Source: an optimization exercise on an open RTL-to-GDS flow (aim: small area, a short achievable clock period and few clock cycles). Production flows keep margins and buffers that such runs may drop.
In this exercise RTL edits were held to simulation tests only and were not proved equivalent to the original.
Power figures rest on the tool's default switching activity, not on a simulated workload.

==> flow/design.v <==
package lc3b_types;
typedef logic [15:0] lc3b_word;
typedef logic [2:0] lc3b_reg;
typedef enum logic [3:0] {
	op_br  = 4'b0000,
	op_add = 4'b0001,
	op_and = 4'b0101,
	op_ldr = 4'b0110,
	op_str = 4'b0111,
	op_not = 4'b1001,
	op_jmp = 4'b1100,
	op_shf = 4'b1101,
	op_lea = 4'b1110
} lc3b_opcode;
typedef enum logic [1:0] {
	fn_add = 2'b00,
	fn_and = 2'b01,
	fn_not = 2'b10
} alu_fn;
typedef union packed {
	struct packed {
		lc3b_opcode opcode;
		lc3b_reg dest;
		lc3b_reg sr1;
		logic imm;          
		logic [1:0] unused;
		lc3b_reg sr2;
	} reg_form;
	struct packed {
		lc3b_opcode opcode;
		lc3b_reg dest;
		lc3b_reg sr1;
		logic imm;
		logic [4:0] imm5;   
	} imm_form;
} lc3b_instr;
endpackage
module tomasulo_core #(parameter tag_width = 3)
(
	input logic clk,
	input logic reset,
	input logic [15:0] instr,
	input logic instr_is_new,
	input logic [15:0] curr_pc,
	output logic stall,
	output logic commit_valid,
	output logic [2:0] commit_reg,
	output logic [15:0] commit_value
);
assign stall = 1'b0;
logic [3:0] opcode;
logic [2:0] dr, sr1, sr2;
logic is_add, is_and, is_not, is_lea, writes;
assign opcode = instr[15:12];
assign dr = instr[11:9];
assign sr1 = instr[8:6];
assign sr2 = instr[2:0];
assign is_add = (opcode == 4'b0001);
assign is_and = (opcode == 4'b0101);
assign is_not = (opcode == 4'b1001);
assign is_lea = (opcode == 4'b1110);
assign writes = is_add | is_and | is_not | is_lea;
logic v2;
logic [2:0] d2;
logic f_and2, f_not2;
logic [15:0] a2, b2;
logic [15:0] res;
always_comb
begin
	if (f_and2)
		res = a2 & b2;
	else if (f_not2)
		res = ~a2;
	else
		res = a2 + b2;
end
logic [15:0] regs [8];
logic use_pc, use_imm;
logic [15:0] imm, early_a, early_b;
logic fwd_a, fwd_b;
assign use_pc = is_lea;
assign use_imm = is_lea | instr[5];
assign imm = is_lea ? {{6{instr[8]}}, instr[8:0], 1'b0} : {{11{instr[4]}}, instr[4:0]};
assign early_a = use_pc ? curr_pc :
	(commit_valid && commit_reg == sr1) ? commit_value : regs[sr1];
assign early_b = use_imm ? imm :
	(commit_valid && commit_reg == sr2) ? commit_value : regs[sr2];
assign fwd_a = v2 && d2 == sr1 && !use_pc;
assign fwd_b = v2 && d2 == sr2 && !use_imm;
logic [15:0] wdata;
assign wdata = reset ? 16'h0000 : commit_value;
always_ff @(posedge clk)
begin
	for (int i = 0; i < 8; i++)
		if (reset || (commit_valid && commit_reg == 3'(i)))
			regs[i] <= wdata;
end
always_ff @(posedge clk)
begin
	if (reset)
		v2 <= 1'b0;
	else
		v2 <= instr_is_new && writes;
	if (reset)
		commit_valid <= 1'b0;
	else
		commit_valid <= v2;
end
always_ff @(posedge clk)
begin
	d2 <= dr;
	f_and2 <= is_and;
	f_not2 <= is_not;
	a2 <= fwd_a ? res : early_a;
	b2 <= fwd_b ? res : early_b;
	commit_reg <= d2;
	commit_value <= res;
end
endmodule
==> flow/run.sh <==
#!/bin/bash
# synth_recipe.tcl (not shown) runs the flow's synth.tcl, then flattens the netlist and writes it again
# the make line also repeats each setting of config.mk as NAME=value (left out here)
make -C /OpenROAD-flow-scripts/flow DESIGN_CONFIG=/design/flow/config.mk WORK_HOME=/design/flow/orfs CLKGATE_MAP_FILE= SYNTH_SCRIPT=/design/flow/synth_recipe.tcl finish
==> flow/config.mk <==
export PLATFORM = sky130hd
export DESIGN_NAME = tomasulo_core
export DESIGN_NICKNAME = tomasulo_core
export VERILOG_FILES = /design/flow/design.v
export SDC_FILE = /design/flow/constraint.sdc
export NUM_CORES = 4
export LEC_CHECK = 0
export CAP_MARGIN = 20
export CORE_MARGIN = 2
export CORE_UTILIZATION = 60
export SETUP_SLACK_MARGIN = 3.0
export SLEW_MARGIN = 20
==> flow/constraint.sdc <==
create_clock -name core_clock -period 5.0 [get_ports {clk}]
set_input_delay 1.0000 -clock core_clock [delete_from_list [all_inputs] [get_ports {clk}]]
set_output_delay 1.0000 -clock core_clock [all_outputs]
set_load 0.01 [all_outputs]
==> results of run 1 <==
==> through the flow <==
stage	hold slack [ps]	setup WS, ps	util	power, µW	area, µm²
2_1_floorplan	396	2660	-	3070	10000
3_3_place_gp	407	1560	0.653	3510	10400
3_5_place_dp	419	1540	0.653	3560	10400
4_1_cts	416	2800	0.784	5260	12500
5_1_grt	426	2670	0.821	5670	13000
6_report	416	2710	0.821	5520	13000
==> path summary, 6_finish.rpt <==
| path | start | end | slack (ps) | cells past startpoint |
|---|---|---|---|---|
| worst min register to register | d2[2] | commit_reg[2] | 420 | 0 |
| worst max-delay path | instr[6] | a2[7] | 2710 | 7 |
| worst min-delay path | d2[2] | commit_reg[2] | 420 | 0 |
| worst max register to register | a2[0] | a2[10] | 2760 | 9 |
==> where the power goes <==
group | internal, µW | switching (µW) | total [µW]
Sequential | 2060 | 223 | 2290
Combinational | 804 | 981 | 1790
Clock | 768 | 674 | 1440
Total | 3640 | 1880 | 5520
==> kinds of logic (layout without fill, tap and decap cells) <==
family,count (synthesis),after routing,synth area share
compound gates,295,295,0.212
simple gates,229,230,0.118
flops,186,186,0.513
buf+inv,93,233,0.0472
mux,53,53,0.0704
xor+xnor,19,19,0.0171
fa+ha+maj,17,17,0.0226
other cells,1,1,0.000384
==> cell type report <==
cell class                      instances  area share
Clock buffer                           17      0.0326
Timing Repair Buffer                  172       0.139
Inverter                               29      0.0111
Clock inverter                         15      0.0155
Sequential cell                       186       0.390
Tap cell                              216      0.0207
Multi-Input combinational cell        615       0.392
==> placed cells by master (no fill, tap or decap), types with 17 or more instances in the layout <==
| cell type | Yosys | final |
|---|---|---|
| o21ai_1 | 4 | 17 |
| inv_1 | 26 | 20 |
| a21oi_1 | 67 | 55 |
| clkdlybuf4s50_1 | 0 | 22 |
| buf_4 | 11 | 85 |
| mux2i_1 | 36 | 36 |
| clkbuf_16 | 0 | 19 |
| nor2_1 | 52 | 47 |
| nand2_1 | 71 | 64 |
| o21ai_0 | 55 | 37 |
| dfxtp_1 | 58 | 31 |
| edfxtp_1 | 128 | 128 |
| buf_2 | 32 | 24 |
==> per-layer routing <==
layer  global-route usage  vias up  wire, µm
met5                    0        -         0
li1                     -     3685         -
met1                0.509     4246     12600
met2                0.610      771     16300
met4                0.155        0      1780
met3               0.0687      164      3960
==> timing repair <==
action,CTS,global route
cloned,9,2
setup endpoints to repair,322,148
pin swaps,57,42
gates resized for setup,278,84
buffers inserted,74,25
==> worst reg2reg max path, stage by stage (launching register included) <==
cell and delay (ps):
dfxtp_2 340, ha_4 170, fa_2 420, a211oi_4 280, o21ai_2 110, a41oi_2 200, xnor2_1 130, o21ai_2 160
o21ai_2 100, o221a_1 230
==> reports/summary.txt, run 1 <==
Fmax -> 437 MHz
Post-synth EDFFs -> 128
Share of layout cells above drive strength 1 -> 0.378
Post-DP HPWL -> 19.7 mm
Synth Instances -> 893
Port Buf Inserts -> 54
Final period util -> 0.457
Final Setup Violations -> 0
Final Hold Viols -> 0
Worst Tran Pin Value -> 736 ps
Commonest cells post-synth -> edfxtp_1 (128), nand2_1 (71), a21oi_1 (67)
Final Skew -> 9.85 ps
Clock sinks -> 186
Non-Filler Instances -> 1,250
CP peak stage delay -> 340 ps
Most frequent cell after synthesis -> edfxtp_1
Clock-pin slew on the worst setup and hold paths -> 80 ps
Lkg Pwr -> 0.00502 µW
Post-synth top area share -> 0.394
Vias in the first global route -> 8,221
Core area -> 0.0159 mm²
CP endpoint kind -> flop
Req. time, crit path -> 5320 ps
MaxCap Viol Count -> 0
Die area -> 0.0173 mm²
N_diodes -> 0
CP startpoint kind -> primary input
Critical Path AT -> 2600 ps
Largest net degree at the start of global routing -> 27
Crit-path max FO -> 5
Cell Rows -> 46
Hold Crit Class -> reg -> reg
Total number of yosys warnings -> 2
FFs w/ async S/R, synth -> 0
FF+latch area -> 0.00508 mm²
Sequential element share of the synthesized area -> 0.513
Crit path cell chain -> bufbuf_16 > xnor2_2 > nand4_1 > o211ai_1 > a21oi_1 > a221oi_1 > o31ai_1
Final Critical Period -> 2290 ps
Fin. max-slew vios -> 0
Max clock buf depth -> 2
Wire per inst -> 27.7 µm
Grt ovf -> 0
Area growth, synth to finish -> 33.7%
Fin nets -> 1,073
Delay-heaviest family, CP -> compound AO/OA/AOI/OAI gates
Post-Route WL -> 34.6 mm
Synthesized Nets -> 945
Relative slew slack -> 0.509
Mapped Area -> 0.00975 mm²
WS Path Type -> in -> reg
H-tree Lvls -> 4
I/O Pins -> 56
DRC errors left -> 0
CP max-delay cell -> nand4_1
CTS Buf Count -> 17
Cells after DPL -> 1,108
Largest register FFs -> 128
Netlist cell types -> 85
First-pass DRT Iterations -> 7
Crit path buffers/inverters -> 1
Setup_tns -> 0 ps
Root Driver -> clkbuf_16
Register bit total from synthesis -> 186
Most flops, register -> regs
Die span in x -> 131 µm
Hold_buf cts -> 0
Worst skew pair latency -> 450 ps
RSZ-0062 raised after global routing -> yes
Die Span Y -> 131 µm
TritonCTS clock tree -> built
Synth area leaders -> edfxtp_1 (39%), dfxtp_1 (12%), mux2i_1 (3.7%)
Initial DRC count -> 1,148
P per Cell Area -> 423 mW/mm²
Via Count -> 8,866
Antenna-violating nets left -> 0
Vias/cell -> 7.09
Outcome -> complete, no violations
Final Wtd Congestion -> 0.982
Initial cell density of the core -> 0.614
Multi-input logic area -> 0.00511 mm²
Dominant synthesized flop cell -> edfxtp_1
First-pass GRT wire length -> 49.7 mm
Initial antenna violation count -> 0
FILL cells -> 884
Gr usage total -> 0.378
Cell taking the most area after synthesis -> edfxtp_1
Post-synthesis average cell area -> 10.9 µm²
VDD IR max -> 0.000328 V
Testbench counts, summed over its fixed seeds: cycles 4,814.
==> run 2: changes to the inputs <==
--- a/flow/config.mk
+++ b/flow/config.mk
@@ -7,6 +7,5 @@
 export LEC_CHECK = 0
 export CAP_MARGIN = 20
 export CORE_MARGIN = 2
-export CORE_UTILIZATION = 60
-export SETUP_SLACK_MARGIN = 3.0
+export CORE_UTILIZATION = 55
 export SLEW_MARGIN = 20
==> run 2 against run 1 <==
Still clean; critical path depth did not move; via count fell by 13%; worst setup slack got worse by 890 ps; largest cell class is now flip-flops and latches.
==> reports/summary.txt, run 2 <==
Final Setup Violations -> 0
RSZ-0062 raised after global routing -> no
Initial cell density of the core -> 0.564
Root Driver -> clkbuf_16
Cell taking the most area after synthesis -> edfxtp_1
Delay-heaviest family, CP -> buffers and inverters
Final Hold Viols -> 0
Dominant synthesized flop cell -> edfxtp_1
Crit path buffers/inverters -> 2
N_diodes -> 0
Netlist cell types -> 85
Area growth, synth to finish -> 11.3%
Worst skew pair latency -> 440 ps
Final Critical Period -> 3180 ps
Synthesized Nets -> 945
Largest register FFs -> 128
Fin. max-slew vios -> 0
Mapped Area -> 0.00975 mm²
Worst Tran Pin Value -> 1020 ps
Post-Route WL -> 28.6 mm
FFs w/ async S/R, synth -> 0
Final Wtd Congestion -> 0.919
Hold_buf cts -> 0
CP max-delay cell -> nand3_1
Setup_tns -> 0 ps
Critical Path AT -> 3540 ps
Post-synth top area share -> 0.394
P per Cell Area -> 451 mW/mm²
CP endpoint kind -> flop
Commonest non-fill, non-tap cells in the layout -> edfxtp_1 (128), nand2_1 (71), a21oi_1 (67), dfxtp_1 (58), o21ai_0 (55)
Commonest non-fill, non-tap cell in the layout -> edfxtp_1
WS Path Type -> in -> reg
Lkg Pwr -> 0.00403 µW
Clock sinks -> 186
I/O Pins -> 56
CP peak stage delay -> 740 ps
Core area -> 0.0173 mm²
Initial antenna violation count -> 0
Most flops, register -> regs
CP startpoint kind -> primary input
R2R setup slack -> 2270 ps
Wire per inst -> 24.9 µm
Vias in the first global route -> 7,427
PnR Total Power -> 4900 µW
Synth area leaders -> edfxtp_1 (39%), dfxtp_1 (12%), mux2i_1 (3.7%)
Req. time, crit path -> 5360 ps
Via Count -> 7,685
Die Span Y -> 137 µm
Largest net degree at the start of global routing -> 36
Post-synth EDFFs -> 128
Fin nets -> 963
Worst slack, placed -> 1430 ps
Antenna-violating nets left -> 0
Clock-pin slew on the worst setup and hold paths -> 70 ps
Cell Rows -> 48
Share of layout cells above drive strength 1 -> 0.106
Crit-path max FO -> 17
DRC errors left -> 0
CTS Buf Count -> 17
Final period util -> 0.635
H-tree Lvls -> 4
Die area -> 0.0188 mm²
Total number of yosys warnings -> 2
Initial DRC count -> 794
Post-DP HPWL -> 20.1 mm
Max clock buf depth -> 2
Setup repair bufs after CTS -> 0
Vias/cell -> 6.69
MaxCap Viol Count -> 0
Grt ovf -> 0
Final Skew -> 10.6 ps
Relative slew slack -> 0.318
Hold_ws -> 397 ps
Gr usage total -> 0.315
TritonCTS clock tree -> built
Register bit total from synthesis -> 186
Final Util -> 0.628
Hold Crit Class -> reg -> reg
Synth Instances -> 893
First-pass DRT Iterations -> 6
Final worst slack -> 1820 ps
Post-synthesis average cell area -> 10.9 µm²
Most frequent cell after synthesis -> edfxtp_1
First-pass GRT wire length -> 43.6 mm
VDD IR max -> 0.000265 V
CP dominant cell by count -> a211oi_1
Crit path cell chain -> clkdlybuf4s50_1 > clkinv_1 > nand3_1 > nor2_1 > a211oi_1 > a211oi_1 > a211oi_2
Sequential element share of the synthesized area -> 0.513
Fmax -> 315 MHz
Port Buf Inserts -> 54
Outcome -> complete, no violations
Die span in x -> 137 µm
Commonest cells post-synth -> edfxtp_1 (128), nand2_1 (71), a21oi_1 (67)
Cts repair resizes -> 0
==> run 2: cell counts after synthesis <==
No cell type changed its count.
==> run 2: kinds of logic (layout without fill, tap and decap cells) <==
| group | Yosys count | after routing | synth area share |
|---|---|---|---|
| AOI/OAI and AO/OA | 295 | 295 | 0.212 |
| and+or+nand+nor | 229 | 229 | 0.118 |
| DFF | 186 | 186 | 0.513 |
| buffers and inverters | 93 | 124 | 0.0472 |
| muxes | 53 | 53 | 0.0704 |
| xor gates and xnor gates | 19 | 19 | 0.0171 |
| adders and majority gates | 17 | 17 | 0.0226 |
| other | 1 | 1 | 0.000384 |
==> run 2: power by group <==
group / total, µW / internal (µW) / leakage [µW] / switching, µW
logic: 1300 / 548 / 0.00195 / 749
clock network: 1340 / 707 / 0.000280 / 629
registers: 2260 / 2030 / 0.00179 / 230
total: 4900 / 3290 / 0.00403 / 1610
==> run 2: layout make-up <==
class                      count  area, µm²
sequential                   186       5000
fill                        1370       6440
timing repair buffer          63        583
inverter                      29        109
clock inverter                15        163
clock buffer                  17        425
multi-input combinational    614       4290
tap                          225        282
==> run 2: worst paths after layout <==
check	from	end	cells after the start
worst max-delay path	instr[8]	a2[13]	7
worst min-delay path	d2[2]	commit_reg[2]	0
worst max register to register	a2[0]	a2[10]	9
worst min register to register	d2[2]	commit_reg[2]	0
==> run 2: metrics by stage <==
step	cell area, µm²	cells
final	10900	1149
after global routing	10900	1149
after CTS	10900	1149
after detailed placement	10300	1117
after global placement	10300	1117
after floorplan	9750	893
==> run 2: routing by layer <==
layer  vias to the layer above  global-route usage  wire, µm
li1                       3458                   -         -
met1                      3701               0.435     11800
met2                       464               0.496     13500
met3                        62              0.0567      2470
met4                         0               0.126       843
met5                         -                   0         0
==> run 3: changes to the inputs <==
--- a/flow/config.mk
+++ b/flow/config.mk
@@ -8,4 +8,5 @@
 export CAP_MARGIN = 20
 export CORE_MARGIN = 2
 export CORE_UTILIZATION = 55
+export SETUP_SLACK_MARGIN = 2.5
 export SLEW_MARGIN = 20
==> run 3 against run 2 <==
Worst hold slack worse by 5.5 ps; via count rose by 1.0%; register-to-register slack better by 280 ps; clock skew rose by 2.9 ps; design area up 3.1%; global-route usage is 0.18 points higher; clock-buffer cell count unchanged; synthesized cell count unchanged; critical path depth up 2; wire length rose by 1.3%; die area stayed put; utilization increased by 2.0 points.
==> reports/summary.txt, run 3 <==
Initial cell density of the core -> 0.564
Most frequent cell after synthesis -> edfxtp_1
Fin nets -> 978
Largest register FFs -> 128
Grt ovf -> 0
CP startpoint kind -> primary input
Commonest non-fill, non-tap cell in the layout -> edfxtp_1
Setup_tns -> 0 ps
Crit-path max FO -> 6
H-tree Lvls -> 4
P per Cell Area -> 445 mW/mm²
Share of layout cells above drive strength 1 -> 0.161
Hold_buf cts -> 0
Final Critical Period -> 2480 ps
Vias/cell -> 6.67
Antenna-violating nets left -> 0
Netlist cell types -> 85
Vias in the first global route -> 7,489
Total number of yosys warnings -> 2
Wire per inst -> 24.9 µm
Dominant synthesized flop cell -> edfxtp_1
Synth area leaders -> edfxtp_1 (39%), dfxtp_1 (12%), mux2i_1 (3.7%)
Clock sinks -> 186
Mapped Area -> 0.00975 mm²
FF-to-FF path depth -> 9
Outcome -> complete, no violations
FFs w/ async S/R, synth -> 0
Die span in x -> 137 µm
Worst skew pair latency -> 440 ps
Via Count -> 7,764
Cell taking the most area after synthesis -> edfxtp_1
N_diodes -> 0
Fin. max-slew vios -> 0
FILL cells -> 1,341
Commonest cells post-synth -> edfxtp_1 (128), nand2_1 (71), a21oi_1 (67)
WS Path Type -> in -> reg
Die area -> 0.0188 mm²
Final Wtd Congestion -> 0.919
Max clock buf depth -> 2
Cell Rows -> 48
Post-Route WL -> 29.0 mm
Gr usage total -> 0.317
Initial antenna violation count -> 0
Final Setup Violations -> 0
Final Hold Viols -> 0
Commonest non-fill, non-tap cells in the layout -> edfxtp_1 (128), nand2_1 (66), a21oi_1 (65), o21ai_0 (54), dfxtp_1 (52)
Largest net degree at the start of global routing -> 36
Die Span Y -> 137 µm
Most flops, register -> regs
Post-synth top area share -> 0.394
Post-synthesis average cell area -> 10.9 µm²
PnR Total Power -> 4980 µW
Register bit total from synthesis -> 186
Worst Tran Pin Value -> 705 ps
First-pass GRT wire length -> 43.7 mm
CP endpoint kind -> flop
Final period util -> 0.496
Area growth, synth to finish -> 14.8%
Hold Crit Class -> reg -> reg
I/O Pins -> 56
Req. time, crit path -> 5350 ps
Hold path depth -> 0
Synthesized Nets -> 945
Clock-pin slew on the worst setup and hold paths -> 80 ps
Fmax -> 403 MHz
RSZ-0062 raised after global routing -> yes
Root Driver -> clkbuf_16
Sequential element share of the synthesized area -> 0.513
Relative slew slack -> 0.529
Final Skew -> 13.5 ps
First-pass DRT Iterations -> 6
TritonCTS clock tree -> built
Critical Path AT -> 2830 ps
CTS Buf Count -> 17
Lkg Pwr -> 0.00414 µW
MaxCap Viol Count -> 0
Post-DP HPWL -> 20.1 mm
Port Buf Inserts -> 54
Synth Instances -> 893
VDD IR max -> 0.000266 V
DRC errors left -> 0
Initial DRC count -> 814
Core area -> 0.0173 mm²
Post-synth EDFFs -> 128
## run 3: area by class of cell
cell class	instances	area, µm²	area share
Clock buffer	17	425	0.0380
Clock inverter	15	163	0.0145
Inverter	29	118	0.0105
Multi-Input combinational cell	614	4430	0.396
Sequential cell	186	5010	0.448
Tap cell	225	282	0.0252
Timing Repair Buffer	78	758	0.0677
## run 3: cell families (layout without fill, tap and decap cells)
family                     Yosys count  in the layout  share of synthesized area
other                                1              1                   0.000384
adders and majority gates           17             17                     0.0226
and+or+nand+nor                    229            229                      0.118
xor gates and xnor gates            19             19                     0.0171
muxes                               53             53                     0.0704
AOI/OAI and AO/OA                  295            295                      0.212
DFF                                186            186                      0.513
buffers and inverters               93            139                     0.0472
## run 3: final timing paths
kind                  start       endpoint  slack, ps
hold / removal        d2[2]  commit_reg[2]        390
hold reg to reg       d2[2]  commit_reg[2]        390
setup / recovery  instr[14]         b2[13]       2520
setup reg to reg      a2[0]          b2[4]       2550
## run 3: where the power goes
| part | switching [µW] | internal [µW] | total [µW] |
|---|---|---|---|
| sequential | 235 | 2030 | 2270 |
| clock | 631 | 707 | 1340 |
| combinational | 777 | 598 | 1370 |
## run 3: routing by layer
| metal | global-route usage | part of all wire | vias up |
|---|---|---|---|
| met4 | 0.137 | 0.035 | 0 |
| li1 | - | - | 3486 |
| met3 | 0.0622 | 0.085 | 65 |
| met5 | 0 | 0 | - |
| met1 | 0.431 | 0.41 | 3772 |
| met2 | 0.497 | 0.47 | 441 |
## run 3: worst max-delay path, stage by stage
cell             delay, ps
clkdlybuf4s50_1        460
nand2_1                150
nor3b_4                 50
buf_4                  160
nor2_1                 240
nand2_2                160
nor3_1                 320
a211oi_2               100
a21oi_1                190
## run 3: what timing repair did
action	CTS	global route
hold endpoints to repair	0	0
setup endpoints to repair	231	104
pin swaps	6	8
buffers inserted	9	6
resized for setup	47	26
## run 3: per-stage QoR
| stage | util | hold WS, ps | std cells | cell area [µm²] | setup WS (ps) |
|---|---|---|---|---|---|
| after floorplan | - | 375 | 893 | 9750 | 2570 |
| after global placement | 0.594 | 386 | 1117 | 10300 | 1480 |
| after detailed placement | 0.594 | 389 | 1117 | 10300 | 1430 |
| after CTS | 0.640 | 391 | 1158 | 11100 | 2510 |
| after global routing | 0.647 | 403 | 1164 | 11200 | 2430 |
| final | 0.647 | 391 | 1164 | 11200 | 2520 |
==> run 4: changes to the inputs <==
--- a/flow/config.mk
+++ b/flow/config.mk
@@ -8,5 +8,5 @@
 export CAP_MARGIN = 20
 export CORE_MARGIN = 2
 export CORE_UTILIZATION = 55
-export SETUP_SLACK_MARGIN = 2.5
+export SETUP_SLACK_MARGIN = 2.75
 export SLEW_MARGIN = 20
==> run 4 against run 3 <==
Utilization is 5.1 points higher; first-iteration DRC count is 34% higher; fmax increased by 8.5%; critical path depth did not move; sequential cell count stayed put; power is 2.6% higher; largest cell class unchanged; largest power group unchanged.
==> reports/summary.txt, run 4 <==
Die span in x -> 137 µm
Final Skew -> 10.2 ps
Gr usage total -> 0.340
Met3 usage -> 0.0581
Initial DRC count -> 1,092
Final period util -> 0.457
First-pass DRT Iterations -> 6
Register share of total power -> 0.445
Largest register FFs -> 128
Area growth, synth to finish -> 23.9%
Synth Instances -> 893
Core area -> 0.0173 mm²
Root Driver -> clkbuf_16
Commonest non-fill, non-tap cells in the layout -> edfxtp_1 (128), nand2_1 (65), a21oi_1 (62), o21ai_0 (50), nor2_1 (50)
H-tree Lvls -> 4
Die Span Y -> 137 µm
Final Wtd Congestion -> 0.953
Hold path depth -> 0
Grt ovf -> 0
Initial cell density of the core -> 0.564
DRC errors left -> 0
Lkg Pwr -> 0.00459 µW
Final Setup Violations -> 0
CP peak stage delay -> 380 ps
Total number of yosys warnings -> 2
Clock power frac -> 0.263
Met1 Use GR -> 0.457
Worst Tran Pin Value -> 716 ps
Multi-input logic area -> 0.00475 mm²
Vias in the first global route -> 7,791
CTS Buf Count -> 17
Max clock buf depth -> 2
Crit path cell chain -> buf_12 > buf_12 > buf_12 > mux2i_1 > o21ai_0 > a221oi_2 > o211ai_1 > o211ai_1 > a21oi_1
P per Cell Area -> 423 mW/mm²
Largest net degree at the start of global routing -> 29
Dominant synthesized flop cell -> edfxtp_1
Netlist cell types -> 85
Wire per inst -> 26.7 µm
Post-synthesis average cell area -> 10.9 µm²
Register bit total from synthesis -> 186
CP dominant cell by count -> buf_12
Antenna-violating nets left -> 0
Fmax -> 437 MHz
Synthesized Nets -> 945
FF+latch area -> 0.00504 mm²
I/O Pins -> 56
Most flops, register -> regs
TritonCTS clock tree -> built
Cell taking the most area after synthesis -> edfxtp_1
Final Critical Period -> 2290 ps
Post-synth EDFFs -> 128
Busiest layer in global routing -> met2
FF-to-FF path depth -> 9
Via Count -> 8,173
Vias/cell -> 6.82
Most frequent cell after synthesis -> edfxtp_1
MaxCap Viol Count -> 0
CP max-delay cell -> a221oi_2
Port Buf Inserts -> 54
Final Hold Viols -> 0
R2R Path Start -> b2[0]
Met2 GRT Util -> 0.540
Logic pwr share -> 0.292
Fin nets -> 1,013
Crit Reg-Reg Endpoint -> b2[6]
Initial antenna violation count -> 0
VDD IR max -> 0.000295 V
Int Pwr -> 3390 µW
Synth area leaders -> edfxtp_1 (39%), dfxtp_1 (12%), mux2i_1 (3.7%)
Req. time, crit path -> 5320 ps
Commonest cells post-synth -> edfxtp_1 (128), nand2_1 (71), a21oi_1 (67)
First-pass GRT wire length -> 46.7 mm
Setup_tns -> 0 ps
Hold_sp -> d2[0]
Post-synth top area share -> 0.394
Worst skew pair latency -> 440 ps
Cell Rows -> 48
Post-DP HPWL -> 20.3 mm
Die area -> 0.0188 mm²
Clock sinks -> 186
Clock-pin slew on the worst setup and hold paths -> 70 ps
Relative slew slack -> 0.522
Outcome -> complete, no violations
Sw frac -> 0.337
Share of layout cells above drive strength 1 -> 0.243
Net Sw Power -> 1720 µW
FFs w/ async S/R, synth -> 0
CP startpoint kind -> primary input
CP endpoint kind -> flop
N_diodes -> 0
Commonest non-fill, non-tap cell in the layout -> edfxtp_1
FILL cells -> 1,217
Hold Crit Endpoint -> commit_reg[0]
WS Path Type -> in -> reg
Mapped Area -> 0.00975 mm²
Fin. max-slew vios -> 0
Crit-path max FO -> 19
Hold Crit Class -> reg -> reg
R2R setup slack -> 2760 ps
Hold_buf cts -> 0
RSZ-0062 raised after global routing -> yes
Critical Path AT -> 2600 ps
Post-Route WL -> 32.0 mm
Sequential element share of the synthesized area -> 0.513
Final Util -> 0.698
[run 4: cell type report]
type / instances / area share
flip-flops and latches: 186 / 0.417
clock buffers: 17 / 0.0352
repair buffers: 112 / 0.109
inverters: 29 / 0.00973
multi-input cells: 615 / 0.393
clock inverters: 15 / 0.0133
well taps: 225 / 0.0233
[run 4: metal layers]
metal	wire length [µm]	part of all wire
met1	12700	0.40
met2	15100	0.47
met3	2990	0.093
met4	1180	0.037
met5	0	0
[run 4: critical path, delay by kind of cell]
kind            cells  cell delay [ps]
mux                 1              180
buf+inv             3              440
compound gates      5              950
[run 4: power by group through the flow]
stage               clock network [µW]  logic (µW)  registers, µW
CTS                               1340        1360           2250
global route                      1410        1580           2300
floorplan                            0         831           2220
global placement                     0        1260           2270
finish                            1340        1500           2270
detailed placement                   0        1280           2280
[run 4: repair_timing]
action | CTS | global route
pin swaps | 30 | 22
setup endpoints to repair | 314 | 34
setup buffers | 30 | 10
resized for setup | 139 | 47
gates cloned | 5 | 4
[run 4: cells by family after synthesis]
group                      Yosys count  synth area share
buffers and inverters               93            0.0472
xor gates and xnor gates            19            0.0171
adders and majority gates           17            0.0226
AOI/OAI and AO/OA                  295             0.212
muxes                               53            0.0704
DFF                                186             0.513
other                                1          0.000384
and+or+nand+nor                    229             0.118
[run 4: worst max path at each step]
stage	end	cells past startpoint	startpoint
after floorplan	b2[7]	8	instr[0]
after global placement	a2[14]	7	instr[8]
after detailed placement	a2[14]	7	instr[8]
after CTS	a2[10]	9	a2[0]
after global routing	a2[6]	9	a2[0]
final	b2[0]	9	instr[1]
[run 4: metrics by stage]
| step | cells | total power, µW | hold WS, ps | area [µm²] | setup slack, ps |
|---|---|---|---|---|---|
| floorplan | 893 | 3050 | 396 | 9870 | 2660 |
| global placement | 1118 | 3530 | 405 | 10300 | 1520 |
| detailed placement | 1118 | 3550 | 411 | 10300 | 1440 |
| CTS | 1185 | 4950 | 415 | 11700 | 2700 |
| global route | 1199 | 5290 | 429 | 12100 | 2700 |
| finish | 1199 | 5110 | 414 | 12100 | 2710 |
==> run 5: changes to the inputs <==
--- a/flow/config.mk
+++ b/flow/config.mk
@@ -5,8 +5,9 @@
 export SDC_FILE = /design/flow/constraint.sdc
 export NUM_CORES = 4
 export LEC_CHECK = 0
+export ABC_AREA = 1
 export CAP_MARGIN = 20
 export CORE_MARGIN = 2
 export CORE_UTILIZATION = 55
-export SETUP_SLACK_MARGIN = 2.75
+export SETUP_SLACK_MARGIN = 2.6
 export SLEW_MARGIN = 20
==> run 5 against run 4 <==
Non-clock buffer count shrank 31; utilization shrank 5.2 points; cell count grew 30%; critical endpoint is now commit_value[0]; largest cell class unchanged; largest power group unchanged.
==> reports/summary.txt, run 5 <==
Outcome -> complete, no violations
Cell taking the most area after synthesis -> edfxtp_1
Register share of total power -> 0.461
Port Buf Inserts -> 54
Final Hold Viols -> 0
Initial cell density of the core -> 0.556
First-pass GRT wire length -> 47.6 mm
Final worst slack -> 2620 ps
Most flops, register -> regs
Commonest non-fill, non-tap cell in the layout -> nand2_1
Total number of yosys warnings -> 2
Post-synthesis average cell area -> 7.93 µm²
Clock power frac -> 0.292
Dominant synthesized flop cell -> edfxtp_1
Share of layout cells above drive strength 1 -> 0.103
CP peak stage delay -> 550 ps
CP startpoint kind -> flop
Hold_ws -> 385 ps
Hold Crit Class -> reg -> reg
H-tree Lvls -> 4
Synthesized Nets -> 1,302
Multi-input logic area -> 0.00409 mm²
Die span in x -> 138 µm
Crit-path max FO -> 4
CP max-delay cell -> clkdlybuf4s50_1
Crit path cell chain -> clkdlybuf4s50_1
Final period util -> 0.477
Final Util -> 0.647
Antenna-violating nets left -> 0
Hold_buf cts -> 0
Final Setup Violations -> 0
Grt ovf -> 0
I/O Pins -> 56
Clock-pin slew on the worst setup and hold paths -> 80 ps
Root Driver -> clkbuf_16
VDD IR max -> 0.000308 V
Die area -> 0.0191 mm²
Final Wtd Congestion -> 0.926
Worst slack, placed -> 1200 ps
Synth Instances -> 1,250
DRC errors left -> 0
N_diodes -> 0
Crit path buffers/inverters -> 1
FILL cells -> 1,546
Lkg Pwr -> 0.00523 µW
Core area -> 0.0178 mm²
Worst Tran Pin Value -> 1030 ps
Vias in the first global route -> 8,739
Delay-heaviest family, CP -> buffers and inverters
Req. time, crit path -> 4000 ps
Final Skew -> 13.2 ps
Register bit total from synthesis -> 186
PnR Total Power -> 4770 µW
Largest net degree at the start of global routing -> 33
Max clock buf depth -> 2
Sw frac -> 0.340
Logic pwr share -> 0.247
First-pass DRT Iterations -> 5
Gr usage total -> 0.326
P per Cell Area -> 414 mW/mm²
Netlist cell types -> 47
MaxCap Viol Count -> 0
Fmax -> 419 MHz
CTS Buf Count -> 17
Largest register FFs -> 128
Initial DRC count -> 853
Post-DP HPWL -> 21.1 mm
FFs w/ async S/R, synth -> 0
Sequential element share of the synthesized area -> 0.505
CP endpoint kind -> output pin
Post-Route WL -> 31.0 mm
Final Critical Period -> 2380 ps
Commonest non-fill, non-tap cells in the layout -> nand2_1 (316), nor2_1 (190), inv_1 (172), edfxtp_1 (128), nand3_1 (59)
Clock sinks -> 186
Fin nets -> 1,365
Int Pwr -> 3150 µW
Worst skew pair latency -> 450 ps
Cell Rows -> 49
Vias/cell -> 5.74
RSZ-0062 raised after global routing -> yes
Post-synth top area share -> 0.388
WS Path Type -> reg -> out
Initial antenna violation count -> 0
Via Count -> 8,918
FF+latch area -> 0.00502 mm²
Commonest cells post-synth -> nand2_1 (322), nor2_1 (190), inv_1 (176)
Most frequent cell after synthesis -> nand2_1
TritonCTS clock tree -> built
Fin. max-slew vios -> 0
Wire per inst -> 19.9 µm
Critical Path AT -> 1380 ps
Relative slew slack -> 0.309
Synth area leaders -> edfxtp_1 (39%), nand2_1 (12%), dfxtp_1 (12%)
Setup_tns -> 0 ps
Die Span Y -> 138 µm
Mapped Area -> 0.00992 mm²
Net Sw Power -> 1620 µW
Area growth, synth to finish -> 16.4%
Post-synth EDFFs -> 128
==> run 5: layout make-up <==
| cell class | count | share of cell area |
|---|---|---|
| clock inverters | 14 | 0.0150 |
| repair inverters | 1 | 0.000651 |
| inverters | 192 | 0.0672 |
| multi-input cells | 834 | 0.355 |
| flip-flops and latches | 186 | 0.435 |
| well taps | 229 | 0.0248 |
| repair buffers | 81 | 0.0654 |
| clock buffers | 18 | 0.0372 |
==> run 5: cells by family after synthesis <==
group	synth area share
compound gates	0.0949
xor+xnor	0.00442
fa+ha+maj	0.0222
buf+inv	0.0985
flops	0.505
mux	0.00101
other cells	0.000378
simple gates	0.274
==> run 5: path summary, 6_finish.rpt <==
path / start / endpoint / slack, ps / depth (start not counted)
max: commit_value[0] / commit_value[0] / 2620 / 1
min: d2[1] / commit_reg[1] / 380 / 0
max reg2reg: a2[0] / b2[10] / 2900 / 14
min reg2reg: d2[1] / commit_reg[1] / 380 / 0
==> run 5: per-layer routing <==
layer,vias up,wire length [µm],GRT usage
met2,485,14300,0.519
met1,4137,12400,0.436
met5,-,0,0
met3,101,3020,0.0623
li1,4195,-,-
met4,0,1290,0.145
==> run 5: per-stage QoR <==
stage,instance area [µm²],std cells
after floorplan,9920,1250
after global placement,10600,1504
after detailed placement,10600,1504
after CTS,11400,1550
after global routing,11500,1555
final,11500,1555
==> run 5: power by group through the flow <==
stage / logic [µW] / clock network (µW) / registers (µW)
floorplan: 697 / 0 / 2190
global placement: 1150 / 0 / 2210
finish: 1180 / 1390 / 2200
detailed placement: 1150 / 0 / 2220
global route: 1320 / 1450 / 2230
CTS: 1170 / 1390 / 2190
==> run 5: timing repair <==
item | in CTS | in global routing
setup endpoints to repair | 172 | 39
pin swaps | 3 | 2
buffers inserted | 14 | 3
cloned | 0 | 2
gates resized for setup | 65 | 42
==> run 6: changes to the inputs <==
==> flow/flow/run.sh (new file) <==
#!/bin/bash
# The standard layout, with clock tree synthesis told not to add dummy loads.
set -euo pipefail
bash standard.sh "CTS_ARGS=-sink_clustering_enable -repair_clock_nets -dont_use_dummy_load" finish > standard.log 2>&1
==> flow/standard.sh (new file) <==
#!/bin/bash
# synth_recipe.tcl (not shown) runs the flow's synth.tcl, then flattens the netlist and writes it again
# the make line also repeats each setting of config.mk as NAME=value (left out here)
make -C /OpenROAD-flow-scripts/flow DESIGN_CONFIG=/design/flow/config.mk WORK_HOME=/design/flow/orfs CLKGATE_MAP_FILE= SYNTH_SCRIPT=/design/flow/synth_recipe.tcl "${@:-finish}"
--- a/flow/config.mk
+++ b/flow/config.mk
@@ -5,9 +5,8 @@
 export SDC_FILE = /design/flow/constraint.sdc
 export NUM_CORES = 4
 export LEC_CHECK = 0
-export ABC_AREA = 1
 export CAP_MARGIN = 20
 export CORE_MARGIN = 2
 export CORE_UTILIZATION = 55
-export SETUP_SLACK_MARGIN = 2.6
+export SETUP_SLACK_MARGIN = 2.5
 export SLEW_MARGIN = 20
removed: flow/run.sh
==> run 6 against run 5 <==
Still clean; cell count is 26% lower; clock skew is 9.4 ps higher; first-iteration DRC count is 3.6% lower; non-clock buffer count is 6 lower; critical path type is now reg -> reg.
==> reports/summary.txt, run 6 <==
Outcome -> complete, no violations
Final period util -> 0.506
Lkg Pwr -> 0.00409 µW
Final Setup Violations -> 0
Req. time, crit path -> 5370 ps
Worst slack, placed -> 1430 ps
Final worst slack -> 2470 ps
Area growth, synth to finish -> 13.3%
Multi-input logic area -> 0.00446 mm²
DRC errors left -> 0
Initial cell density of the core -> 0.564
Relative slew slack -> 0.522
TritonCTS clock tree -> built
Mux contribution to synthesized area -> 0.0704
Post-Route WL -> 28.8 mm
Initial DRC count -> 822
Vias/cell -> 6.65
Post-DP HPWL -> 20.1 mm
Die span in x -> 137 µm
Grt ovf -> 0
CP endpoint kind -> flop
Worst skew pair latency -> 440 ps
Dominant synthesized flop cell -> edfxtp_1
P per Cell Area -> 428 mW/mm²
Synth area leaders -> edfxtp_1 (39%), dfxtp_1 (12%), mux2i_1 (3.7%)
Worst Tran Pin Value -> 715 ps
H-tree Lvls -> 4
Largest register FFs -> 128
Max clock buf depth -> 2
Final Skew -> 22.7 ps
Simple-gate share of the synthesized area -> 0.118
Hold_sp -> d2[2]
Total number of yosys warnings -> 2
Sequential element share of the synthesized area -> 0.513
Final Util -> 0.639
Clock sinks -> 186
Die area -> 0.0188 mm²
Via Count -> 7,620
Wire per inst -> 25.1 µm
VDD IR max -> 0.000269 V
CP startpoint kind -> flop
CTS Buf Count -> 17
FILL cells -> 1,357
WS Path Type -> reg -> reg
Commonest non-fill, non-tap cells in the layout -> edfxtp_1 (128), nand2_1 (65), a21oi_1 (65), o21ai_0 (54), dfxtp_1 (52)
Gr usage total -> 0.315
FF+latch area -> 0.00501 mm²
Synth Area in XOR/XNOR -> 0.0171
Commonest non-fill, non-tap cell in the layout -> edfxtp_1
MaxCap Viol Count -> 0
Root Driver -> clkbuf_16
Final Hold Viols -> 0
Vias in the first global route -> 7,446
Fin nets -> 975
Synthesized Nets -> 945
Final Critical Period -> 2530 ps
Fin. max-slew vios -> 0
Post-synth EDFFs -> 128
I/O Pins -> 56
First-pass GRT wire length -> 43.4 mm
Critical Path AT -> 2900 ps
Non-Filler Instances -> 1,146
Final Wtd Congestion -> 0.919
Cell taking the most area after synthesis -> edfxtp_1
Largest net degree at the start of global routing -> 36
Main combinational cell family by area after synthesis -> compound AO/OA/AOI/OAI gates
Post-synth top area share -> 0.394
FFs w/ async S/R, synth -> 0
Register bit total from synthesis -> 186
R2R Path Start -> a2[0]
Setup_tns -> 0 ps
Post-synthesis average cell area -> 10.9 µm²
Port Buf Inserts -> 54
Most flops, register -> regs
Commonest cells post-synth -> edfxtp_1 (128), nand2_1 (71), a21oi_1 (67)
Mapped Area -> 0.00975 mm²
Core area -> 0.0173 mm²
Worst Setup SP -> a2[0]
Synth Instances -> 893
Share of layout cells above drive strength 1 -> 0.148
Hold Crit Class -> reg -> reg
Cell Rows -> 48
Synth Area in Adders -> 0.0226
Die Span Y -> 137 µm
Fmax -> 395 MHz
Synth Area in Compound Gates -> 0.212
First-pass DRT Iterations -> 5
Netlist cell types -> 85
Most frequent cell after synthesis -> edfxtp_1
N_diodes -> 0
Clock-pin slew on the worst setup and hold paths -> 60 ps
Initial antenna violation count -> 0
Cells after DPL -> 1,117
RSZ-0062 raised after global routing -> yes
R2R setup slack -> 2470 ps
Antenna-violating nets left -> 0
Crit-path max FO -> 3
## run 6: cell count changes in the layout (fill, tap and decap cells not counted), moves of 11 or more
| cell | previous run | this run |
|---|---|---|
| nor2b_1 | 0 | 23 |
| a221oi_1 | 0 | 16 |
| inv_1 | 172 | 26 |
| nor2_1 | 190 | 49 |
| a21oi_1 | 44 | 65 |
| xnor2_1 | 2 | 13 |
| nand3_1 | 59 | 14 |
| mux2i_1 | 1 | 36 |
| a211oi_1 | 1 | 17 |
| o221ai_1 | 0 | 14 |
| o22ai_1 | 41 | 15 |
| mux4_2 | 0 | 12 |
| nand2_1 | 316 | 65 |
## run 6: layout make-up
cell class / instances / area share
sequential: 186 / 0.454
clock buffer: 17 / 0.0385
timing repair buffer: 75 / 0.0687
inverter: 29 / 0.0104
tap: 225 / 0.0255
multi-input combinational: 614 / 0.403
## run 6: worst paths after layout
kind                    to  cells after the start
max                 a2[10]                      9
min          commit_reg[2]                      0
max reg2reg         a2[10]                      9
min reg2reg  commit_reg[2]                      0
## run 6: stage by stage
stage / cell area, µm² / power [µW] / hold slack (ps)
final: 11100 / 4730 / 388
after global routing: 11100 / 4930 / 400
after CTS: 10900 / 4650 / 389
after detailed placement: 10300 / 3550 / 389
after global placement: 10300 / 3520 / 386
after floorplan: 9750 / 3040 / 375
## run 6: where the power goes
| part | total [µW] | internal, µW | switching (µW) |
|---|---|---|---|
| clock | 1090 | 590 | 495 |
| combinational | 1380 | 597 | 781 |
| sequential | 2270 | 2040 | 233 |
| total | 4730 | 3220 | 1510 |
## run 6: routing by layer
metal / vias up / wire, µm / global-route usage
met4: 0 / 992 / 0.129
met2: 399 / 13400 / 0.495
met3: 73 / 2460 / 0.0700
met1: 3690 / 11900 / 0.423
li1: 3458 / - / -
met5: - / 0 / 0
## run 6: kinds of logic after synthesis
kind of cell	Yosys count
fa+ha+maj	17
buf+inv	93
other cells	1
simple gates	229
flops	186
xor+xnor	19
mux	53
compound gates	295
## run 6: critical path, cell delays in order (launching register included)
cell and delay (ps):
dfxtp_1 340, ha_4 180, fa_2 410, a211oi_4 370
o21ai_2 130, a41oi_4 370, xnor2_2 180, o21ai_2 70
o21ai_2 220, o221a_1 200
## run 6: what timing repair did
item                                    in CTS  in global routing
endpoints found under the hold margin        0                  0
pin swaps                                    4                  9
gates resized for setup                     43                 34
endpoints found under the setup margin     239                106
buffers inserted                             6                  6
hold buffers                                 0                  0
==> run 7: changes to the inputs <==
==> flow/flow/run.sh (replaced) <==
#!/bin/bash
# The standard layout with two changes: ports are buffered with buf_2 cells,
# and clock tree synthesis adds no dummy loads.
set -euo pipefail
bash standard.sh \
	"BUFFER_PORTS_ARGS=-buffer_cell sky130_fd_sc_hd__buf_2" \
	"CTS_ARGS=-sink_clustering_enable -repair_clock_nets -dont_use_dummy_load" \
	finish > standard.log 2>&1
--- a/flow/config.mk
+++ b/flow/config.mk
@@ -5,8 +5,9 @@
 export SDC_FILE = /design/flow/constraint.sdc
 export NUM_CORES = 4
 export LEC_CHECK = 0
+export ABC_AREA = 1
 export CAP_MARGIN = 20
 export CORE_MARGIN = 2
 export CORE_UTILIZATION = 55
-export SETUP_SLACK_MARGIN = 2.5
+export SETUP_SLACK_MARGIN = 2.6
 export SLEW_MARGIN = 20
==> run 7 against run 6 <==
Still clean on timing, DRC and antenna; highest routed layer unchanged; worst hold slack improved by 11 ps; critical path type is now in -> reg; sequential power fell by 4%; largest power group unchanged; design area fell by 0.63%; sequential cell count did not move; fmax rose by 3.2%; via count rose by 14%.
==> reports/summary.txt, run 7 <==
P per Cell Area -> 399 mW/mm²
H-tree Lvls -> 4
Final worst slack -> 2550 ps
Post-synth EDFFs -> 128
Synthesized Nets -> 1,302
VDD IR max -> 0.000290 V
Commonest non-fill, non-tap cell in the layout -> nand2_1
Cells after DPL -> 1,503
WS Path Type -> in -> reg
Worst skew pair latency -> 440 ps
First-pass GRT wire length -> 45.5 mm
Final Skew -> 21.6 ps
Die Span Y -> 138 µm
Commonest cells post-synth -> nand2_1 (322), nor2_1 (190), inv_1 (176)
Outcome -> complete, no violations
Final Hold Viols -> 0
Grt ovf -> 0
Initial DRC count -> 841
Cell Rows -> 49
Worst slack, placed -> 1830 ps
Die span in x -> 138 µm
Max clock buf depth -> 2
Final Setup Violations -> 0
Worst Tran Pin Value -> 1030 ps
Area growth, synth to finish -> 10.8%
CP peak stage delay -> 440 ps
FILL cells -> 1,668
Fin nets -> 1,361
Fin. max-slew vios -> 0
Largest register FFs -> 128
Wire per inst -> 19.2 µm
Fmax -> 408 MHz
CTS Buf Count -> 17
Synth area leaders -> edfxtp_1 (39%), nand2_1 (12%), dfxtp_1 (12%)
Via Count -> 8,649
Hold_ws -> 399 ps
Crit path cell chain -> buf_2 > nand3_1 > clkinvlp_4 > buf_4 > nand2_1 > nand2_1 > nor2_1 > nand4_1 > a22oi_1 > nand2_1
Synth Instances -> 1,250
Largest net degree at the start of global routing -> 33
Vias in the first global route -> 8,253
Mapped Area -> 0.00992 mm²
Dominant synthesized flop cell -> edfxtp_1
Post-Route WL -> 29.5 mm
FFs w/ async S/R, synth -> 0
Post-DP HPWL -> 20.6 mm
Non-Filler Instances -> 1,536
Die area -> 0.0191 mm²
Antenna-violating nets left -> 0
Setup_tns -> 0 ps
Crit-path max FO -> 9
Gr usage total -> 0.311
Final Util -> 0.616
Total number of yosys warnings -> 2
Critical Path AT -> 2750 ps
Relative slew slack -> 0.311
Clock sinks -> 186
Register bit total from synthesis -> 186
Final Critical Period -> 2450 ps
RSZ-0062 raised after global routing -> yes
Clock-pin slew on the worst setup and hold paths -> 70 ps
First-pass DRT Iterations -> 5
Commonest non-fill, non-tap cells in the layout -> nand2_1 (318), nor2_1 (190), inv_1 (173), edfxtp_1 (128), nand3_1 (60)
Final Wtd Congestion -> 0.911
Sequential element share of the synthesized area -> 0.505
Lkg Pwr -> 0.00506 µW
Final period util -> 0.490
Vias/cell -> 5.63
Most flops, register -> regs
Req. time, crit path -> 5300 ps
Most frequent cell after synthesis -> nand2_1
DRC errors left -> 0
Hold_buf cts -> 0
Post-synth top area share -> 0.388
Initial antenna violation count -> 0
CP dominant cell by count -> nand2_1
Core area -> 0.0178 mm²
N_diodes -> 0
TritonCTS clock tree -> built
Root Driver -> clkbuf_16
Hold Crit Class -> reg -> reg
CP max-delay cell -> nand3_1
Initial cell density of the core -> 0.556
I/O Pins -> 56
Cell taking the most area after synthesis -> edfxtp_1
MaxCap Viol Count -> 0
Netlist cell types -> 47
CP startpoint kind -> primary input
Share of layout cells above drive strength 1 -> 0.112
Port Buf Inserts -> 54
Post-synthesis average cell area -> 7.93 µm²
CP endpoint kind -> flop
[run 7: cell count changes after synthesis, moves of 25 or more]
cell and delta:
nand3_1 +49, inv_1 +150, nand2_1 +251, nor2b_1 -25
o22ai_1 +26, mux2i_1 -35, nor2_1 +138
[run 7: logic make-up after synthesis]
group	Yosys count	synth area share
AOI/OAI and AO/OA	167	0.0949
muxes	1	0.00101
adders and majority gates	17	0.0222
and+or+nand+nor	642	0.274
DFF	186	0.505
other	1	0.000378
buffers and inverters	231	0.0985
xor gates and xnor gates	5	0.00442
[run 7: worst max-delay path, delay by kind of cell]
family | cells | cell delay [ps]
and+or+nand+nor | 6 | 900
AOI/OAI and AO/OA | 1 | 260
buffers and inverters | 3 | 590
[run 7: power breakdown]
part	switching [µW]	internal, µW	total, µW
clock	511	591	1100
combinational	748	343	1090
sequential	169	2020	2190
[run 7: metrics by stage]
stage	instance area (µm²)	power [µW]
finish	11000	4380
global route	11000	4610
CTS	10800	4370
detailed placement	10300	3280
global placement	10300	3260
floorplan	9920	2880
[run 7: area by class of cell]
type | count | area (µm²) | area share
clock buffers | 17 | 425 | 0.0387
flip-flops and latches | 186 | 5000 | 0.456
well taps | 229 | 287 | 0.0261
inverters | 192 | 749 | 0.0682
repair buffers | 79 | 470 | 0.0428
multi-input cells | 833 | 4050 | 0.368
[run 7: worst paths after layout]
kind,startpoint,to,slack (ps),depth (start not counted)
setup / recovery,instr[7],a2[6],2550,10
setup reg to reg,a2[0],b2[10],2950,14
hold / removal,d2[2],commit_reg[2],400,0
hold reg to reg,d2[2],commit_reg[2],400,0
[run 7: timing repair]
action	CTS	global route
setup endpoints to repair	28	25
pin swaps	1	2
buffers inserted	4	12
gates resized for setup	10	20
[run 7: routing by layer]
layer / GRT usage / vias up / routed length [µm]
li1: - / 4166 / -
met1: 0.428 / 4009 / 12600
met2: 0.491 / 411 / 13600
met3: 0.0596 / 63 / 2490
met4: 0.124 / 0 / 935
met5: 0 / - / 0
==> run 8: changes to the inputs <==
--- a/flow/config.mk
+++ b/flow/config.mk
@@ -5,7 +5,6 @@
 export SDC_FILE = /design/flow/constraint.sdc
 export NUM_CORES = 4
 export LEC_CHECK = 0
-export ABC_AREA = 1
 export CAP_MARGIN = 20
 export CORE_MARGIN = 2
 export CORE_UTILIZATION = 55
==> run 8 against run 7 <==
Synthesized area shrank 1.6%; still clean; register-to-register slack lost 260 ps; design area shrank 0.69%; wire length shrank 0.68%; sequential power grew 3%; critical path depth shrank 2; sequential share of layout area grew 0.33 points; power grew 6.4%; clock power is essentially flat.
==> reports/summary.txt, run 8 <==
Synth Instances -> 893
Post-synth top area share -> 0.394
Register share of total power -> 0.485
Outcome -> complete, no violations
Net Sw Power -> 1500 µW
Final Setup Violations -> 0
CP startpoint kind -> primary input
Final Skew -> 19.3 ps
Cell Rows -> 48
Port Buf Inserts -> 54
I/O Pins -> 56
Multi-input logic area -> 0.00447 mm²
Cell taking the most area after synthesis -> edfxtp_1
Lkg Pwr -> 0.00413 µW
Area growth, synth to finish -> 11.8%
Commonest non-fill, non-tap cell in the layout -> edfxtp_1
N_diodes -> 0
Root Driver -> clkbuf_16
Commonest cells post-synth -> edfxtp_1 (128), nand2_1 (71), a21oi_1 (67)
Req. time, crit path -> 5350 ps
Post-synth EDFFs -> 128
Largest register FFs -> 128
Final Critical Period -> 2320 ps
Most frequent cell after synthesis -> edfxtp_1
RSZ-0062 raised after global routing -> yes
Share of layout cells above drive strength 1 -> 0.199
Register bit total from synthesis -> 186
P per Cell Area -> 427 mW/mm²
Worst Tran Pin Value -> 974 ps
Post-DP HPWL -> 20.3 mm
Synthesized Nets -> 945
Cells after DPL -> 1,116
DRC errors left -> 0
Fin. max-slew vios -> 0
Fmax -> 431 MHz
Sequential element share of the synthesized area -> 0.513
Vias/cell -> 6.75
Die area -> 0.0188 mm²
Final Hold Viols -> 0
Post-Route WL -> 29.3 mm
Core area -> 0.0173 mm²
Die Span Y -> 137 µm
H-tree Lvls -> 4
Final period util -> 0.464
Most flops, register -> regs
Final Wtd Congestion -> 0.903
Crit-path max FO -> 38
Non-Filler Instances -> 1,153
FF+latch area -> 0.00501 mm²
Antenna-violating nets left -> 0
Initial antenna violation count -> 0
Via Count -> 7,779
CP endpoint kind -> flop
Post-synthesis average cell area -> 10.9 µm²
Max clock buf depth -> 2
Clock power frac -> 0.234
Initial DRC count -> 770
VDD IR max -> 0.000261 V
First-pass DRT Iterations -> 5
Mapped Area -> 0.00975 mm²
Relative slew slack -> 0.350
Sw frac -> 0.323
FFs w/ async S/R, synth -> 0
Die span in x -> 137 µm
WS Path Type -> in -> reg
Synth area leaders -> edfxtp_1 (39%), dfxtp_1 (12%), mux2i_1 (3.7%)
First-pass GRT wire length -> 43.9 mm
Logic pwr share -> 0.281
Initial cell density of the core -> 0.564
Gr usage total -> 0.319
Grt ovf -> 0
Critical Path AT -> 2670 ps
Commonest non-fill, non-tap cells in the layout -> edfxtp_1 (128), nand2_1 (66), a21oi_1 (64), dfxtp_1 (57), o21ai_0 (54)
CTS Buf Count -> 17
Hold Crit Class -> reg -> reg
Clock-pin slew on the worst setup and hold paths -> 70 ps
Vias in the first global route -> 7,428
FILL cells -> 1,396
Wire per inst -> 25.4 µm
Setup_tns -> 0 ps
Clock sinks -> 186
PnR Total Power -> 4660 µW
Total number of yosys warnings -> 2
Fin nets -> 982
MaxCap Viol Count -> 0
Netlist cell types -> 85
TritonCTS clock tree -> built
Largest net degree at the start of global routing -> 39
Int Pwr -> 3160 µW
Dominant synthesized flop cell -> edfxtp_1
Worst skew pair latency -> 430 ps
==> run 8: cell types whose count changed after synthesis, moves of 14 or more <==
cell      change
a211oi_1     +17
a21oi_1      +22
a221oi_1     +18
buf_2        +18
inv_1       -150
mux2i_1      +35
nand2_1     -251
nand3_1      -49
nor2_1      -138
nor2b_1      +25
o221ai_1     +14
o22ai_1      -26
==> run 8: cell families (layout without fill, tap and decap cells) <==
logic type	count (synthesis)	after routing	synth area share
other cells	1	1	0.000384
compound gates	295	295	0.212
buf+inv	93	128	0.0472
flops	186	186	0.513
simple gates	229	229	0.118
mux	53	53	0.0704
fa+ha+maj	17	17	0.0226
xor+xnor	19	19	0.0171
==> run 8: through the flow <==
stage | worst slack (ps) | util | hold WS, ps | instance area (µm²)
floorplan | 2590 | - | 375 | 9760
global placement | 1610 | 0.579 | 387 | 10000
detailed placement | 1550 | 0.579 | 389 | 10000
CTS | 2550 | 0.616 | 398 | 10700
global route | 2550 | 0.631 | 409 | 10900
finish | 2680 | 0.631 | 398 | 10900
==> run 8: power by group through the flow <==
stage	sequential (µW)	clock, µW	combinational, µW
after floorplan	2220	0	821
after global placement	2260	0	1160
after detailed placement	2280	0	1190
after CTS	2250	1100	1230
after global routing	2290	1160	1410
final	2260	1090	1310
==> run 8: critical path: stages <==
cell      delay, ps
buf_8           240
clkinv_1        190
buf_4           250
nor2_2          260
a22oi_1         150
a211oi_2        290
a211oi_1         90
nor3_1          180
==> run 8: final cells by class <==
cell class	count	area share
Multi-Input combinational cell	614	0.410
Inverter	29	0.0104
Clock buffer	17	0.0390
Sequential cell	186	0.459
Tap cell	225	0.0258
Timing Repair Buffer	82	0.0561
==> run 8: worst paths after layout <==
path	start	cells past startpoint	slack (ps)	endpoint
max	instr[8]	8	2680	a2[1]
min	d2[2]	0	400	commit_reg[2]
max reg2reg	a2[0]	9	2690	a2[10]
min reg2reg	d2[2]	0	400	commit_reg[2]
==> run 8: what timing repair did <==
| item | in CTS | in global routing |
|---|---|---|
| resized for setup | 42 | 30 |
| hold buffers | 0 | 0 |
| buffers inserted | 7 | 12 |
| setup endpoints to repair | 35 | 30 |
| pin swaps | 4 | 8 |
| gates cloned | 0 | 1 |
==> run 8: metal layers <==
| layer | share of wire | global-route usage |
|---|---|---|
| met2 | 0.47 | 0.512 |
| met3 | 0.070 | 0.0419 |
| met4 | 0.031 | 0.120 |
| met5 | 0 | 0 |
| met1 | 0.43 | 0.443 |
==> run 9: changes to the inputs <==
==> flow/flow/run.sh (replaced) <==
#!/bin/bash
# The standard layout with two changes: ports are buffered with buf_2 cells,
# and clock tree synthesis adds no dummy loads and uses clkbuf_8 buffers.
set -euo pipefail
bash standard.sh \
	"BUFFER_PORTS_ARGS=-buffer_cell sky130_fd_sc_hd__buf_2" \
	"CTS_ARGS=-sink_clustering_enable -repair_clock_nets -dont_use_dummy_load -buf_list sky130_fd_sc_hd__clkbuf_8" \
	finish > standard.log 2>&1
--- a/flow/config.mk
+++ b/flow/config.mk
@@ -8,5 +8,5 @@
 export CAP_MARGIN = 20
 export CORE_MARGIN = 2
 export CORE_UTILIZATION = 55
-export SETUP_SLACK_MARGIN = 2.6
+export SETUP_SLACK_MARGIN = 2.8
 export SLEW_MARGIN = 20
==> run 9 against run 8 <==
Clock power decreased by about 30%; register-to-register slack hardly changed; utilization increased by 1.3 points; still clean; largest cell class unchanged; sequential cell count unchanged; worst setup slack better by 9.7 ps; clock-buffer cell count stayed put; cell count grew 1.0%; combinational power rose by 8%; sequential power barely moved; wire length grew 1.2%; fmax increased by 0.42%; design area rose by 2.0%.
==> reports/summary.txt, run 9 <==
Vias/cell -> 6.76
Final Setup Violations -> 0
Post-DP HPWL -> 20.5 mm
Total number of yosys warnings -> 2
Via Count -> 7,876
Most frequent cell after synthesis -> edfxtp_1
Final Hold Viols -> 0
Area growth, synth to finish -> 14.1%
RSZ-0062 raised after global routing -> yes
Final Wtd Congestion -> 0.907
Worst skew pair latency -> 470 ps
Initial DRC count -> 950
Die span in x -> 137 µm
Antenna-violating nets left -> 0
P per Cell Area -> 400 mW/mm²
Final period util -> 0.462
Final Skew -> 25.9 ps
Worst Setup SP -> b2[0]
First-pass DRT Iterations -> 7
Die area -> 0.0188 mm²
Worst Tran Pin Value -> 725 ps
Met3 WL post-DR -> 2.17 mm
Clock sinks -> 186
Commonest non-fill, non-tap cells in the layout -> edfxtp_1 (128), nand2_1 (67), a21oi_1 (59), dfxtp_1 (50), nor2_1 (49)
Most flops, register -> regs
CP endpoint kind -> flop
Hold_sp -> d2[2]
Sequential element share of the synthesized area -> 0.513
Die Span Y -> 137 µm
Initial cell density of the core -> 0.564
Fin nets -> 994
FFs w/ async S/R, synth -> 0
Req. time, crit path -> 5420 ps
MaxCap Viol Count -> 0
Gr usage total -> 0.317
Length of routed met2 wiring -> 14.1 mm
Relative slew slack -> 0.516
FILL cells -> 1,394
Register bit total from synthesis -> 186
Post-synthesis average cell area -> 10.9 µm²
Commonest cells post-synth -> edfxtp_1 (128), nand2_1 (71), a21oi_1 (67)
Hold_ws -> 413 ps
Area after DPL -> 0.0101 mm²
CTS Buf Count -> 17
Outcome -> complete, no violations
Cell taking the most area after synthesis -> edfxtp_1
Commonest non-fill, non-tap cell in the layout -> edfxtp_1
TritonCTS clock tree -> built
CP startpoint kind -> flop
Synth area leaders -> edfxtp_1 (39%), dfxtp_1 (12%), mux2i_1 (3.7%)
DRC errors left -> 0
Max clock buf depth -> 2
Highest Signal Layer -> met4
Synth Instances -> 893
Mapped Area -> 0.00975 mm²
Grt ovf -> 0
Cell area after layout -> 0.0111 mm²
Wire per inst -> 25.5 µm
Synthesized Nets -> 945
Core area -> 0.0173 mm²
Fmax -> 433 MHz
WS Path Type -> reg -> reg
Largest register FFs -> 128
Port Buf Inserts -> 54
Post-synth top area share -> 0.394
VDD IR max -> 0.000306 V
Setup_tns -> 0 ps
Critical Path AT -> 2720 ps
Root Driver -> clkbuf_8
Hold Crit Class -> reg -> reg
Cell Rows -> 48
Dominant synthesized flop cell -> edfxtp_1
Crit-path max FO -> 3
Share of layout cells above drive strength 1 -> 0.264
Initial antenna violation count -> 0
Final Critical Period -> 2310 ps
Lkg Pwr -> 0.00417 µW
Post-Route WL -> 29.7 mm
Post-synth EDFFs -> 128
Clock-pin slew on the worst setup and hold paths -> 90 ps
Largest net degree at the start of global routing -> 39
Netlist cell types -> 85
Vias in the first global route -> 7,466
Fin. max-slew vios -> 0
R2R Path Start -> b2[0]
H-tree Lvls -> 4
N_diodes -> 0
I/O Pins -> 56
Final Util -> 0.643
First-pass GRT wire length -> 43.9 mm
Met1 WL -> 12.5 mm
run 9: stage by stage:
stage,setup WS (ps),std cells,power [µW]
CTS,2720,1145,4320
floorplan,2660,893,3060
global placement,1710,1118,3440
finish,2690,1165,4460
global route,2630,1165,4640
detailed placement,1650,1118,3480
run 9: timing repair:
| action | CTS | global route |
|---|---|---|
| pin swaps | 28 | 23 |
| cloned | 0 | 2 |
| endpoints found under the setup margin | 58 | 41 |
| hold buffers | 0 | 0 |
| setup buffers | 10 | 18 |
| gates resized for setup | 79 | 49 |
run 9: final cells by class:
cell class,count,area (µm²),share of cell area
inverter,29,128,0.0115
tap,225,282,0.0253
sequential,186,5010,0.451
clock buffer,17,234,0.0210
timing repair buffer,93,726,0.0652
multi-input combinational,614,4740,0.426
timing repair inverter,1,5.00,0.000450
run 9: cell families (layout without fill, tap and decap cells):
logic type / after synthesis / in the layout / synth area share
fa+ha+maj: 17 / 17 / 0.0226
flops: 186 / 186 / 0.513
other cells: 1 / 1 / 0.000384
buf+inv: 93 / 140 / 0.0472
mux: 53 / 53 / 0.0704
compound gates: 295 / 295 / 0.212
simple gates: 229 / 229 / 0.118
xor+xnor: 19 / 19 / 0.0171
run 9: path summary, 6_finish.rpt:
check / slack [ps] / to / depth (start not counted)
setup / recovery: 2690 / a2[10] / 9
hold / removal: 410 / commit_reg[2] / 0
setup reg to reg: 2690 / a2[10] / 9
hold reg to reg: 410 / commit_reg[2] / 0
run 9: metal layers:
metal / vias up / global-route usage
met2: 431 / 0.504
li1: 3502 / -
met1: 3869 / 0.444
met5: - / 0
met3: 74 / 0.0430
met4: 0 / 0.121
run 9: power breakdown:
part           switching (µW)  total, µW  internal [µW]
registers                 237       2270           2030
logic                     824       1420            601
clock network             460        761            301
run 9: critical path, stage by stage (launching register included):
cell	delay (ps)
dfxtp_2	340
ha_4	160
fa_2	400
a211oi_4	290
o21ai_2	130
a41oi_4	320
xnor2_2	160
o21ai_2	70
o21ai_2	180
o221a_1	200

==> port drivers added, routing unchanged <==
In the flow no input, the clock included, has a driving cell. The finished layouts below were timed again as built, in two steps.
Step 1 (the two cells are an assumption about what drives the block):
set clk [get_ports {clk}]
set_driving_cell -lib_cell sky130_fd_sc_hd__clkbuf_16 $clk
set_driving_cell -lib_cell sky130_fd_sc_hd__buf_2 [delete_from_list [all_inputs] $clk]
Step 2 also shifts input and output timing later by t, the mid clock arrival at the registers, as if the neighbouring blocks saw the same clock.
Three values: ideal ports, drivers, drivers and shift; two values: the first two.
run	t (ns)	setup slack, ns	worst setup path at the end	pins driven straight from the clock port
run 1	0.484	2.713 / 2.607 / 2.123	input to register	1
run 2	0.474	1.824 / 1.832 / 1.358	input to register	1
run 3	0.476	2.519 / 2.497 / 2.050	input to register	1
run 4	0.478	2.713 / 2.644 / 2.165	input to register	1
run 5	0.488	2.616 / 2.567 / 2.231	input to register	1
run 6	0.471	2.471 / 2.471 / 2.044	input to register	1
run 7	0.471	2.550 / 2.569 / 2.098	input to register	1
run 8	0.464	2.682 / 2.669 / 2.206	input to register	1
run 9	0.496	2.692 / 2.692 / 2.263	input to register	1
After both steps every run listed still meets setup and hold. For run 1, which loses most, drivers alone change the setup slack by -0.106 ns; drivers and shift together by -0.590 ns.
